From an optimization exercise on the open Yosys and OpenROAD flow, aimed at small area, a short achievable clock period and few clock cycles; shortcuts taken in it are not production practice.
In this exercise RTL edits were held to simulation tests only and were not proved equivalent to the original.

oak:
==> flow/design.v <==
package sisr_pkg;
  localparam int unsigned DEF_MAX_RECORDS = 64;
  typedef struct packed {
    logic signed [31:0] key;
    logic signed [31:0] score;
  } rec_t;
  typedef struct packed {
    logic we;
    logic re;
  } mem_ctl_t;
  typedef enum logic [1:0] {
    ST_IDLE,
    ST_INSERT,
    ST_EMIT
  } state_e;
endpackage
module sisr_mem #(
  parameter int unsigned DEPTH = 64,
  parameter int unsigned AW    = 6
) (
  input  logic              clk_i,
  input  sisr_pkg::mem_ctl_t ctl_i,
  input  logic [AW-1:0]     waddr_i,
  input  sisr_pkg::rec_t    wdata_i,
  input  logic [AW-1:0]     raddr_i,
  output sisr_pkg::rec_t    rdata_o
);
  logic [63:0] mem_q [0:DEPTH-1];
  logic [63:0] rdata_q;
  always_ff @(posedge clk_i) begin
    if (ctl_i.we) begin
      mem_q[waddr_i] <= wdata_i;
    end
  end
  always_ff @(posedge clk_i) begin
    if (ctl_i.re) begin
      rdata_q <= mem_q[raddr_i];
    end
  end
  assign rdata_o = rdata_q;
endmodule
module sisr_ctrl #(
  parameter int unsigned MAX_RECORDS = 64,
  parameter int unsigned AW          = 6,
  parameter int unsigned CW          = 7
) (
  input  logic               clk_i,
  input  logic               rst_ni,
  input  logic               in_valid_i,
  output logic               in_ready_o,
  input  sisr_pkg::rec_t     in_rec_i,
  input  logic               last_i,
  output logic               out_valid_o,
  input  logic               out_ready_i,
  output logic               out_last_o,
  output logic               overflow_o,
  output sisr_pkg::mem_ctl_t mem_ctl_o,
  output logic [AW-1:0]      waddr_o,
  output sisr_pkg::rec_t     wdata_o,
  output logic [AW-1:0]      raddr_o,
  input  sisr_pkg::rec_t     rdata_i
);
  sisr_pkg::state_e        state_q, state_d;
  logic [CW-1:0] fill_q, fill_d;
  logic          drop_q, drop_d;
  logic [AW-1:0] pos_q, pos_d;
  sisr_pkg::rec_t          new_q, new_d;
  logic          last_q, last_d;
  logic [CW-1:0] idx_q, idx_d;
  logic          ovalid_q, ovalid_d;
  logic          olast_q, olast_d;
  logic          ovf_q, ovf_d;
  logic          accept;
  logic          full;
  logic          shift;
  logic          emit_rd;
  logic          emit_end;
  logic [CW-1:0] fill_m1;
  logic [CW-1:0] idx_p1;
  assign in_ready_o = (state_q == sisr_pkg::ST_IDLE) && (!ovalid_q || out_ready_i);
  assign accept     = in_valid_i && in_ready_o;
  assign full       = (fill_q == CW'(MAX_RECORDS));
  assign fill_m1    = fill_q - CW'(1);
  assign idx_p1     = idx_q + CW'(1);
  assign shift      = (pos_q != '0) && (rdata_i.score > new_q.score);
  assign emit_rd    = (state_q == sisr_pkg::ST_EMIT) && (!ovalid_q || out_ready_i);
  assign emit_end   = emit_rd && (idx_p1 == fill_q);
  always_comb begin
    state_d = state_q;
    case (state_q)
      sisr_pkg::ST_IDLE: begin
        if (accept) begin
          if (full || fill_q == '0) begin
            state_d = last_i ? sisr_pkg::ST_EMIT : sisr_pkg::ST_IDLE;
          end else begin
            state_d = sisr_pkg::ST_INSERT;
          end
        end
      end
      sisr_pkg::ST_INSERT: begin
        if (!shift) begin
          state_d = last_q ? sisr_pkg::ST_EMIT : sisr_pkg::ST_IDLE;
        end
      end
      sisr_pkg::ST_EMIT: begin
        if (emit_end) begin
          state_d = sisr_pkg::ST_IDLE;
        end
      end
      default: state_d = sisr_pkg::ST_IDLE;
    endcase
  end
  always_comb begin
    fill_d    = fill_q;
    drop_d    = drop_q;
    pos_d     = pos_q;
    new_d     = new_q;
    last_d    = last_q;
    idx_d     = idx_q;
    olast_d   = olast_q;
    ovf_d     = ovf_q;
    mem_ctl_o = '0;
    waddr_o   = pos_q;
    wdata_o   = new_q;
    raddr_o   = pos_q - AW'(2);
    if (ovalid_q && out_ready_i) begin
      ovalid_d = 1'b0;
    end else begin
      ovalid_d = ovalid_q;
    end
    case (state_q)
      sisr_pkg::ST_IDLE: begin
        idx_d = '0;
        if (accept) begin
          new_d  = in_rec_i;
          last_d = last_i;
          if (full) begin
            drop_d = 1'b1;
          end else if (fill_q == '0) begin
            mem_ctl_o.we = 1'b1;
            waddr_o      = '0;
            wdata_o      = in_rec_i;
            fill_d       = CW'(1);
          end else begin
            mem_ctl_o.re = 1'b1;
            raddr_o      = fill_m1[AW-1:0];
            pos_d        = fill_q[AW-1:0];
          end
        end
      end
      sisr_pkg::ST_INSERT: begin
        mem_ctl_o.we = 1'b1;
        if (shift) begin
          wdata_o      = rdata_i;
          pos_d        = pos_q - AW'(1);
          mem_ctl_o.re = (pos_q > AW'(1));
        end else begin
          fill_d = fill_q + CW'(1);
        end
      end
      sisr_pkg::ST_EMIT: begin
        if (emit_rd) begin
          mem_ctl_o.re = 1'b1;
          raddr_o      = idx_q[AW-1:0];
          idx_d        = idx_p1;
          olast_d      = (idx_p1 == fill_q);
          ovf_d        = drop_q;
          ovalid_d     = 1'b1;
        end
        if (emit_end) begin
          fill_d = '0;
          drop_d = 1'b0;
        end
      end
      default: begin
      end
    endcase
  end
  always_ff @(posedge clk_i or negedge rst_ni) begin
    if (!rst_ni) begin
      state_q  <= sisr_pkg::ST_IDLE;
      fill_q   <= '0;
      drop_q   <= 1'b0;
      idx_q    <= '0;
      ovalid_q <= 1'b0;
    end else begin
      state_q  <= state_d;
      fill_q   <= fill_d;
      drop_q   <= drop_d;
      idx_q    <= idx_d;
      ovalid_q <= ovalid_d;
    end
  end
  always_ff @(posedge clk_i) begin
    pos_q   <= pos_d;
    new_q   <= new_d;
    last_q  <= last_d;
    olast_q <= olast_d;
    ovf_q   <= ovf_d;
  end
  assign out_valid_o = ovalid_q;
  assign out_last_o  = olast_q;
  assign overflow_o  = ovf_q;
endmodule
module stable_insertion_sort_records #(
  parameter int unsigned MAX_RECORDS = sisr_pkg::DEF_MAX_RECORDS
) (
  input  logic               clk_i,
  input  logic               rst_ni,
  input  logic               in_valid_i,
  output logic               in_ready_o,
  input  logic signed [31:0] rec_key_i,
  input  logic signed [31:0] score_i,
  input  logic               last_i,
  output logic               out_valid_o,
  input  logic               out_ready_i,
  output logic signed [31:0] out_key_o,
  output logic signed [31:0] out_score_o,
  output logic               out_last_o,
  output logic               overflow_o
);
  localparam int unsigned AW = (MAX_RECORDS > 1) ? $clog2(MAX_RECORDS) : 1;
  localparam int unsigned CW = $clog2(MAX_RECORDS + 1);
  sisr_pkg::rec_t          in_rec;
  sisr_pkg::rec_t          wdata;
  sisr_pkg::rec_t          rdata;
  sisr_pkg::mem_ctl_t      mem_ctl;
  logic [AW-1:0] waddr;
  logic [AW-1:0] raddr;
  assign in_rec.key   = rec_key_i;
  assign in_rec.score = score_i;
  sisr_ctrl #(
    .MAX_RECORDS(MAX_RECORDS),
    .AW         (AW),
    .CW         (CW)
  ) u_ctrl (
    .clk_i      (clk_i),
    .rst_ni     (rst_ni),
    .in_valid_i (in_valid_i),
    .in_ready_o (in_ready_o),
    .in_rec_i   (in_rec),
    .last_i     (last_i),
    .out_valid_o(out_valid_o),
    .out_ready_i(out_ready_i),
    .out_last_o (out_last_o),
    .overflow_o (overflow_o),
    .mem_ctl_o  (mem_ctl),
    .waddr_o    (waddr),
    .wdata_o    (wdata),
    .raddr_o    (raddr),
    .rdata_i    (rdata)
  );
  sisr_mem #(
    .DEPTH(MAX_RECORDS),
    .AW   (AW)
  ) u_mem (
    .clk_i  (clk_i),
    .ctl_i  (mem_ctl),
    .waddr_i(waddr),
    .wdata_i(wdata),
    .raddr_i(raddr),
    .rdata_o(rdata)
  );
  assign out_key_o   = rdata.key;
  assign out_score_o = rdata.score;
endmodule
==> flow/config.mk <==
export PLATFORM = sky130hd
export DESIGN_NAME = stable_insertion_sort_records
export DESIGN_NICKNAME = stable_insertion_sort_records
export VERILOG_FILES = /design/flow/design.v
export SDC_FILE = /design/flow/constraint.sdc
export NUM_CORES = 4
export LEC_CHECK = 0
export CAP_MARGIN = 20
export CORE_MARGIN = 2
export CORE_UTILIZATION = 30
export PLACE_DENSITY = 0.5
export SLEW_MARGIN = 20
==> flow/constraint.sdc <==
create_clock -name core_clock -period 8.0 [get_ports {clk_i}]
set_input_delay 1.6000 -clock core_clock [delete_from_list [all_inputs] [get_ports {clk_i}]]
set_output_delay 1.6000 -clock core_clock [all_outputs]
set_load 0.01 [all_outputs]
run.sh (not shown) runs the stock make flow with config.mk's settings and CLKGATE_MAP_FILE= SYNTH_SCRIPT=/design/flow/synth_recipe.tcl, a recipe that flattens the netlist after the stock synthesis.
oak: full flow OK, the timing, design-rule and antenna checks passed
Testbench counts of oak, summed over its fixed seeds: cycles 125,269.
### oak -> pine
- putting SETUP_SLACK_MARGIN at 2.5 where nothing was set
- putting TNS_END_PERCENT at 5 where nothing was set
==> comparison <==
Sum of net half-perimeters after detailed placement: pine lower than oak
pine has number of cells on the critical path below what oak had.
pine vs. oak: first-iteration DRC count has increased, wire length has decreased.
Slowest stage cell on the critical path = nor2_4: pine; slowest stage cell on the critical path = a21oi_4: oak

## static timing again, ports no longer ideal
The flow's constraints put no driver on any port. The routed layouts listed below were extracted and timed again, unchanged, in two steps. Step 1 (the two cells are an assumption about what drives the block):
set clk [get_ports {clk_i}]
set_driving_cell -lib_cell sky130_fd_sc_hd__clkbuf_16 $clk
set_driving_cell -lib_cell sky130_fd_sc_hd__buf_2 [delete_from_list [all_inputs] $clk]
Step 2, shift: input delay + t, output delay - t, t = (earliest + latest rising clock arrival at the registers) / 2. This alone moves slack from input paths to output paths. Three values: no drivers, after step 1, after step 2; two values: the first two.
run	t, ns	slack for setup (ns)	hold WS [ns]
oak	1.122	1.491 / 1.491 / 0.959	0.483 / 0.483 / 0.483
pine	1.111	2.395 / 2.411 / 1.300	0.492 / 0.492 / 0.492
After both steps setup and hold are still met in every run listed. For pine, which loses most, drivers alone change the setup slack by +0.016 ns; drivers and shift together by -1.095 ns.
